This is an optimization exercise on Yosys and OpenROAD, whose aim is small area, not a production implementation.
Function was checked by simulation only, so behaviour that the tests miss may differ from the original.
Power figures rest on the tool's default switching activity, not on a simulated workload.

Setup of maple:
==> flow/design.v (excerpt) <==
module dsi_pattern_top (
	input  logic               clk,
	input  logic               i_rst_n,
	output logic               o_lcd_en_vcc,
	output logic               o_lcd_en_vsp,
	output logic               o_lcd_en_vsn,
	output logic               o_lcd_reset,
	output logic               o_lp_en,
	output logic               o_hs_en,
	output dsi_pkg::dsi_word_t o_link_a,
	output dsi_pkg::dsi_word_t o_link_b
);
Size in the first run: roughly 610 cells after synthesis, roughly 140 I/O pins.
export LEC_CHECK = 0
export ABC_AREA = 1
export CAP_MARGIN = 20
export CORE_MARGIN = 2
export CORE_UTILIZATION = 60
export SLEW_MARGIN = 20
create_clock -name core_clock -period 16.0 [get_ports {clk}]
standard.sh (not shown) runs the stock make flow with config.mk's settings and CLKGATE_MAP_FILE= SYNTH_SCRIPT=/design/flow/synth_recipe.tcl, a recipe that flattens the netlist after the stock synthesis.
==> flow/flow/run.sh <==
#!/bin/bash
# Standard layout, with two changes:
#  - after the standard synthesis, its combinational logic is mapped again for
#    area (the flip-flops, their names and cell types are left as they are):
#    eight ABC runs with different seeds, four at a time, the smallest result
#    is kept;
#  - the port buffers are the smallest buffer cell, not the one buffer_ports
#    picks by default.
# Each tool's output goes to a log of its own in the work folder.
set -euo pipefail
W=$(pwd)
R=$W/orfs/results/$FLOW_PLATFORM/dsi_pattern_top/base
LIB=$FLOW_HOME/platforms/$FLOW_PLATFORM/lib/sky130_fd_sc_hd__tt_025C_1v80.lib

bash standard.sh synth > "$W/log_1_synth.log" 2>&1
cp "$R/1_2_yosys.v" "$W/std_synth.v"

mkdir -p "$W/remap"
for s in 1 2 3 4 5 6 7 8; do
	sed -e "s/@S1@/$s/" -e "s/@S2@/$((s + 10))/" "$W/flow/remap.abc" > "$W/remap/remap_$s.abc"
	sed -e "s#@LIB@#$LIB#g" -e "s#@IN@#$W/std_synth.v#" -e "s#@OUT@#$W/remap/remapped_$s.v#" \
		-e "s#@TOP@#$FLOW_TOP#" -e "s#@ABC@#$W/remap/remap_$s.abc#" "$W/flow/remap.ys" > "$W/remap/remap_$s.ys"
	yosys -s "$W/remap/remap_$s.ys" > "$W/log_1_remap_$s.log" 2>&1 &
	if [[ $s == 4 ]]; then
		wait
	fi
done
wait
best=""
best_area=""
for s in 1 2 3 4 5 6 7 8; do
	a=$(grep "Chip area for module" "$W/log_1_remap_$s.log" | tail -1 | awk '{print $NF}')
	[[ -n "$a" && -f "$W/remap/remapped_$s.v" ]] || continue
	if [[ -z "$best" ]] || awk -v a="$a" -v b="$best_area" 'BEGIN { exit !(a < b) }'; then
		best=$s
		best_area=$a
	fi
done
[[ -n "$best" ]]
echo "remap: kept run $best, area $best_area" > "$W/log_1_remap_choice.log"
cp "$W/remap/remapped_$best.v" "$R/1_2_yosys.v"
rm -f "$R/1_synth.odb" "$R/1_synth.sdc"

BUFFER_PORTS_ARGS="-buffer_cell sky130_fd_sc_hd__buf_1" bash standard.sh finish > "$W/log_2_layout.log" 2>&1
Other scripts of this flow, unchanged in this note and not shown: flow/flow/remap.abc, flow/flow/remap.ys
> inputs changed (maple -> raven)
Settings: a change of CORE_UTILIZATION from 60 to 66.
==> flow/flow/run.sh <==
#!/bin/bash
# Standard layout, with two changes:
#  - after the standard synthesis, its combinational logic is mapped again for
#    area (the flip-flops, their names and cell types are left as they are):
#    twenty ABC runs with different seeds, four at a time, the smallest result
#    is kept;
#  - the port buffers are the smallest buffer cell, not the one buffer_ports
#    picks by default.
# Each tool's output goes to a log of its own in the work folder.
set -euo pipefail
W=$(pwd)
R=$W/orfs/results/$FLOW_PLATFORM/dsi_pattern_top/base
LIB=$FLOW_HOME/platforms/$FLOW_PLATFORM/lib/sky130_fd_sc_hd__tt_025C_1v80.lib

bash standard.sh synth > "$W/log_1_synth.log" 2>&1
cp "$R/1_2_yosys.v" "$W/std_synth.v"

mkdir -p "$W/remap"
for s in $(seq 1 20); do
	sed -e "s/@S1@/$s/" -e "s/@S2@/$((s + 10))/" "$W/flow/remap.abc" > "$W/remap/remap_$s.abc"
	sed -e "s#@LIB@#$LIB#g" -e "s#@IN@#$W/std_synth.v#" -e "s#@OUT@#$W/remap/remapped_$s.v#" \
		-e "s#@TOP@#$FLOW_TOP#" -e "s#@ABC@#$W/remap/remap_$s.abc#" "$W/flow/remap.ys" > "$W/remap/remap_$s.ys"
	yosys -s "$W/remap/remap_$s.ys" > "$W/log_1_remap_$s.log" 2>&1 &
	if (( s % 4 == 0 )); then
		wait
	fi
done
wait
best=""
best_area=""
for s in $(seq 1 20); do
	a=$(grep "Chip area for module" "$W/log_1_remap_$s.log" | tail -1 | awk '{print $NF}')
	[[ -n "$a" && -f "$W/remap/remapped_$s.v" ]] || continue
	if [[ -z "$best" ]] || awk -v a="$a" -v b="$best_area" 'BEGIN { exit !(a < b) }'; then
		best=$s
		best_area=$a
	fi
done
[[ -n "$best" ]]
echo "remap: kept run $best, area $best_area" > "$W/log_1_remap_choice.log"
cp "$W/remap/remapped_$best.v" "$R/1_2_yosys.v"
rm -f "$R/1_synth.odb" "$R/1_synth.sdc"

BUFFER_PORTS_ARGS="-buffer_cell sky130_fd_sc_hd__buf_1" bash standard.sh finish > "$W/log_2_layout.log" 2>&1
Findings:
raven vs maple — power share of the clock group dropped 0.3 points. Slew of the pin with the lowest slew margin: raven lower than maple. Looking at timing endpoint of the critical path, the o_link_a[0] result is from maple; the o_link_a[5] one comes from raven. Going from maple to raven, relative max-transition margin grows by 2.0 points. Going from maple to raven, wire length on met1 saw a decrease; worst setup slack saw a decrease; placed wire-length estimate after detailed placement saw a decrease; total wirelength of the detailed-routed design saw a decrease; part of the total power dissipated in sequential elements saw an increase. raven against maple: via count flat, relative contribution of combinational cells to total power saw a decrease, hold slack rose 0.0038 ns.
#### Input delta (juniper over raven)
Settings: changing CORE_UTILIZATION from 66 to 60.
-- flow/flow/run.sh --
<<< raven, line 3
#  - after the standard synthesis, its combinational logic is mapped again for
#    area (the flip-flops, their names and cell types are left as they are):
#    twenty ABC runs with different seeds, four at a time, the smallest result
#    is kept;
#  - the port buffers are the smallest buffer cell, not the one buffer_ports
#    picks by default.
>>> juniper, line 3
#  - after the standard synthesis, its combinational logic is mapped again for
#    area (the flip-flops, their names and cell types are left as they are):
#    twenty ABC runs, four at a time: twelve of two optimisation rounds and
#    eight of three, each with its own seeds; the smallest result is kept;
#  - the port buffers are the smallest buffer cell, not the one buffer_ports
#    picks by default.
<<< raven, line 18
mkdir -p "$W/remap"
for s in $(seq 1 20); do
	sed -e "s/@S1@/$s/" -e "s/@S2@/$((s + 10))/" "$W/flow/remap.abc" > "$W/remap/remap_$s.abc"
	sed -e "s#@LIB@#$LIB#g" -e "s#@IN@#$W/std_synth.v#" -e "s#@OUT@#$W/remap/remapped_$s.v#" \
		-e "s#@TOP@#$FLOW_TOP#" -e "s#@ABC@#$W/remap/remap_$s.abc#" "$W/flow/remap.ys" > "$W/remap/remap_$s.ys"
>>> juniper, line 18
mkdir -p "$W/remap"
for s in $(seq 1 20); do
	if (( s <= 12 )); then
		sed -e "s/@S1@/$s/" -e "s/@S2@/$((s + 10))/" "$W/flow/remap.abc" > "$W/remap/remap_$s.abc"
	else
		sed -e "s/@S1@/$((s + 20))/" -e "s/@S2@/$((s + 40))/" -e "s/@S3@/$((s + 60))/" "$W/flow/remap3.abc" > "$W/remap/remap_$s.abc"
	fi
	sed -e "s#@LIB@#$LIB#g" -e "s#@IN@#$W/std_synth.v#" -e "s#@OUT@#$W/remap/remapped_$s.v#" \
		-e "s#@TOP@#$FLOW_TOP#" -e "s#@ABC@#$W/remap/remap_$s.abc#" "$W/flow/remap.ys" > "$W/remap/remap_$s.ys"
==> flow/flow/remap3.abc (new file) <==
strash
&get -n
&deepsyn -T 40 -S @S1@
&put
dch
map -a
strash
&get -n
&deepsyn -T 40 -S @S2@
&put
dch
map -a
strash
&get -n
&deepsyn -T 40 -S @S3@
&put
dch
map -a
### Flow results
raven → juniper: sequential share of power saw a decrease; ratio of cells with drive above 1 in the final layout comparable; share of final layout cell area taken by clock buffers and inverters shows no meaningful change; global-route wire length before repair rose by 1.2 mm.

separate check: timing with driven ports:
In the flow no input, the clock included, has a driving cell. The finished layouts below were timed again as built, in two steps. Step 1, drivers: a clkbuf_16 drives clk and a buf_2 each remaining input, both assumed. Step 2 times the ports against the registers' clock, not the clock port: input delays grow and output delays shrink by t, the midpoint of the rising clock arrivals with the driver on. a / b / c = ideal / step 1 / step 2; a / b = the first two.
run | t (ns) | slack for setup (ns) | worst setup path at the end
maple | 0.298 | 8.309 / 8.283 / 8.581 | register to output
raven | 0.290 | 8.253 / 8.228 / 8.518 | register to output
juniper | 0.300 | 7.789 / 7.761 / 8.061 | register to output
After both steps setup and hold are still met in every run listed.
